From an optimization exercise on the open Yosys and OpenROAD flow, aimed at small area; shortcuts taken in it are not production practice. The RTL was checked by simulation tests, not by an equivalence proof against the original design. Power is estimated from default activity; no workload was simulated.

## garnet
// merge_frontend_top
module merge_frontend_top (
  input  logic                                     aclk,
  input  logic                                     arst_n,
  input  logic                                     start,
  input  merge_pkg::run_cnt_t                      run_beats,
  input  logic                                     rvalid,
  output logic                                     rready,
  input  merge_pkg::beat_t                         rdata,
  input  merge_pkg::ch_id_t                        rid,
  input  logic                                     rlast,
  output logic [merge_pkg::NUM_CH-1:0]             out_tvalid,
  input  logic [merge_pkg::NUM_CH-1:0]             out_tready,
  output merge_pkg::beat_t [merge_pkg::NUM_CH-1:0] out_tdata,
  output logic [merge_pkg::NUM_CH-1:0]             out_tlast
);
Size in the first run: about 5200 cells after synthesis, ~350 I/O pins, roughly 0.10 mm2 of cells after synthesis.
export LEC_CHECK = 0
export CAP_MARGIN = 20
export CORE_MARGIN = 2
export CORE_UTILIZATION = 70
export CTS_BUF_LIST = sky130_fd_sc_hd__clkbuf_8
export CTS_CLUSTER_DIAMETER = 80
export CTS_CLUSTER_SIZE = 16
export PLACE_DENSITY = 0.8
export SETUP_SLACK_MARGIN = 0.1
export SLEW_MARGIN = 20
create_clock -name core_clock -period 6.0 [get_ports {aclk}]
standard.sh (not shown) runs the stock make flow with config.mk's settings and CLKGATE_MAP_FILE= SYNTH_SCRIPT=/design/flow/synth_recipe.tcl, a recipe that flattens the netlist after the stock synthesis.
==> flow/flow/run.sh <==
#!/bin/bash
# Own layout flow: the standard ORFS flow (standard.sh) with these changes
#  1. synthesis is synth_recipe.tcl unchanged except that ABC maps the
#     combinational logic with three rounds of its area mapper (abc_amap.script) instead of
#     ORFS's delay script; flip-flop mapping and all names are untouched
#  2. port buffers are sky130_fd_sc_hd__buf_1 (every port still gets one)
#  3. CTS builds its tree from clkbuf_8 (clkbuf_16 at the root), clusters
#     of at most 16 sinks, and inserts no dummy loads
# Each tool's output goes to the ORFS logs under orfs/logs and to *.log here.
set -euo pipefail
W=$(pwd)
F=$W/flow
S=$W/myscripts
mkdir -p $S

sed "s#source \$::env(SCRIPTS_DIR)/synth_preamble.tcl#source $S/synth_preamble.tcl#" \
  $FLOW_HOME/scripts/synth.tcl > $S/synth.tcl
sed "s#set abc_script \$::env(SCRIPTS_DIR)/abc_speed.script#set abc_script $F/abc_amap.script#" \
  $FLOW_HOME/scripts/synth_preamble.tcl > $S/synth_preamble.tcl
sed "s#source \$::env(SCRIPTS_DIR)/synth.tcl#source $S/synth.tcl#" \
  $W/synth_recipe.tcl > $S/synth_recipe.tcl
grep -q "$F/abc_amap.script" $S/synth_preamble.tcl
grep -q "$S/synth.tcl" $S/synth_recipe.tcl
grep -q "$S/synth_preamble.tcl" $S/synth.tcl

make -C $FLOW_HOME DESIGN_CONFIG=$W/config.mk WORK_HOME=$W/orfs CLKGATE_MAP_FILE= \
  SYNTH_SCRIPT=$S/synth_recipe.tcl synth > $W/synth.log 2>&1

export BUFFER_PORTS_ARGS="-buffer_cell sky130_fd_sc_hd__buf_1"
export CTS_ARGS="-sink_clustering_enable -repair_clock_nets -buf_list sky130_fd_sc_hd__clkbuf_8 -root_buf sky130_fd_sc_hd__clkbuf_16 -sink_clustering_size 16 -sink_clustering_max_diameter 80 -dont_use_dummy_load"
bash $W/standard.sh finish > $W/layout.log 2>&1
test -f $W/out/final.def
==> flow/flow/abc_amap.script <==
strash
dch
amap
strash
dch
amap
strash
dch
amap
--- input diff garnet..onyx ---
==> flow/config.mk <==
export PLATFORM = sky130hd
export DESIGN_NAME = merge_frontend_top
export DESIGN_NICKNAME = merge_frontend_top
export VERILOG_FILES = /design/flow/design.v
export SDC_FILE = /design/flow/constraint.sdc
export NUM_CORES = 4
export LEC_CHECK = 0
export CAP_MARGIN = 20
export CORE_MARGIN = 2
export CORE_UTILIZATION = 78
export CTS_BUF_LIST = sky130_fd_sc_hd__clkbuf_8
export CTS_CLUSTER_DIAMETER = 80
export CTS_CLUSTER_SIZE = 16
export PLACE_DENSITY = 0.86
export SETUP_SLACK_MARGIN = 0.1
export SLEW_MARGIN = 20
==> notes.md <==
- onyx ran in full, but the layout does not pass; the checks complain about antenna violations.
- Compared with garnet, in onyx antenna diode count picked up an extra about 26%, proportion of cell area occupied by multi-input gates about even.
- Re final clock period utilization by the worst path: garnet was higher than onyx.
- garnet has a lower combinational power than onyx.
- onyx gives more fraction of power consumed by combinational cells than garnet did.
- Of onyx and garnet, the higher overall routing resource usage belongs to onyx.
- Against garnet, onyx reports a met1 routing resource usage after global routing that is higher.
- onyx vs garnet: met3 layer wire length in the routed design up by more than 10%
- Clock input transition at the sequential cells of the worst setup and hold paths essentially unchanged between garnet and onyx.
- More vias were needed by onyx than by garnet.
diff inputs: onyx => yarrow
==> flow/config.mk <==
export PLATFORM = sky130hd
export DESIGN_NAME = merge_frontend_top
export DESIGN_NICKNAME = merge_frontend_top
export VERILOG_FILES = /design/flow/design.v
export SDC_FILE = /design/flow/constraint.sdc
export NUM_CORES = 4
export LEC_CHECK = 0
export CAP_MARGIN = 10
export CORE_MARGIN = 2
export CORE_UTILIZATION = 70
export CTS_BUF_LIST = sky130_fd_sc_hd__clkbuf_8
export CTS_CLUSTER_DIAMETER = 80
export CTS_CLUSTER_SIZE = 16
export PLACE_DENSITY = 0.8
export SETUP_SLACK_MARGIN = 0.1
export SLEW_MARGIN = 10
==> comparison <==
yarrow finished every stage and its layout cleared the timing, design-rule and antenna checks. Comparing met2 layer usage reported by global route for yarrow and onyx, the smaller number came from yarrow. yarrow -> onyx: mean instance size in the synthesized netlist delta 0, exact match. Summary: worst-case headroom to the max-slew limit, yarrow better than onyx. Compared to onyx, yarrow has number of global-route vias before repair 2.5% lower. Taking onyx as the reference, in yarrow sequential share of power up 0.2 points, final period demand of the worst path down 0.036 ns, area growth from synthesis to layout up 0.23 points.
For willow, these inputs were changed with respect to yarrow:
==> flow/flow/run.sh <==
#!/bin/bash
# Own layout flow: the standard ORFS flow (standard.sh, standard
# synthesis included) with these changes to how the layout is made:
#  1. port buffers are sky130_fd_sc_hd__buf_1 (every port still gets one)
#  2. CTS builds its tree from clkbuf_8 (clkbuf_16 at the root), clusters
#     of at most 16 sinks, and inserts no dummy loads
# ORFS writes each step's log under orfs/logs; make's output is in layout.log.
set -euo pipefail
W=$(pwd)
export BUFFER_PORTS_ARGS="-buffer_cell sky130_fd_sc_hd__buf_1"
export CTS_ARGS="-sink_clustering_enable -repair_clock_nets -buf_list sky130_fd_sc_hd__clkbuf_8 -root_buf sky130_fd_sc_hd__clkbuf_16 -sink_clustering_size 16 -sink_clustering_max_diameter 80 -dont_use_dummy_load"
bash $W/standard.sh finish > $W/layout.log 2>&1
test -f $W/out/final.def
-- flow/config.mk --
<<< yarrow, line 6
export NUM_CORES = 4
export LEC_CHECK = 0
export CAP_MARGIN = 10
export CORE_MARGIN = 2
export CORE_UTILIZATION = 70
>>> willow, line 6
export NUM_CORES = 4
export LEC_CHECK = 0
export CAP_MARGIN = 20
export CORE_MARGIN = 2
export CORE_UTILIZATION = 70
<<< yarrow, line 14
export PLACE_DENSITY = 0.8
export SETUP_SLACK_MARGIN = 0.1
export SLEW_MARGIN = 10
>>> willow, line 14
export PLACE_DENSITY = 0.8
export SETUP_SLACK_MARGIN = 0.1
export SLEW_MARGIN = 20
removed: flow/flow/abc_amap.script
### Flow results
As far as cell depth of the worst flop-to-flop path goes, yarrow and willow are indistinguishable; the numbers are identical. Compared to yarrow, the router laid down more metal wire for willow. Going from yarrow to willow, post-route fraction of the period consumed by the critical path shrinks by 6.8 points. Re signal arrival time at the worst endpoint: yarrow was higher than willow. [compare] base=yarrow new=willow: initial core utilization roughly the same; area used by multi-input combinational logic higher. Diff willow..yarrow | adder-cell share of the synthesized area | negligible. Utilization after layout (willow over yarrow): decrease, 0.87 points. Most crowded layer after global routing = met1: willow; most crowded layer after global routing = met2: yarrow. Overall die area delta (willow − yarrow): unfavourable. Aggregate global-route resource usage essentially unchanged between willow and yarrow.

==> port drivers added, routing unchanged <==
No port has a modelled driver above. Below, the same layouts with a new extraction and two added sets of constraints. Step 1 assumes that a clkbuf_16 drives the clock port and a buf_2 every other input. Step 2 also shifts input and output timing later by t, the mid clock arrival at the registers, as if the neighbouring blocks saw the same clock. Three values: ideal, step 1, step 2; two values: the first two.
run	shift t [ns]	setup slack, ns	slew at the worst register clock pin (ns)	worst data-port slew with drivers (ns)
garnet	0.881	0.427 / 0.490 / -0.391	0.11 / 0.11	0.16
onyx	0.885	0.531 / 0.595 / -0.291	0.11 / 0.11	0.15
yarrow	0.899	0.567 / 0.630 / -0.269	0.11 / 0.11	0.17
willow	0.890	0.977 / 1.041 / 0.151	0.11 / 0.11	0.17
The setup slack of yarrow, which loses most, moves by +0.063 ns with the drivers and by -0.836 ns with both steps.
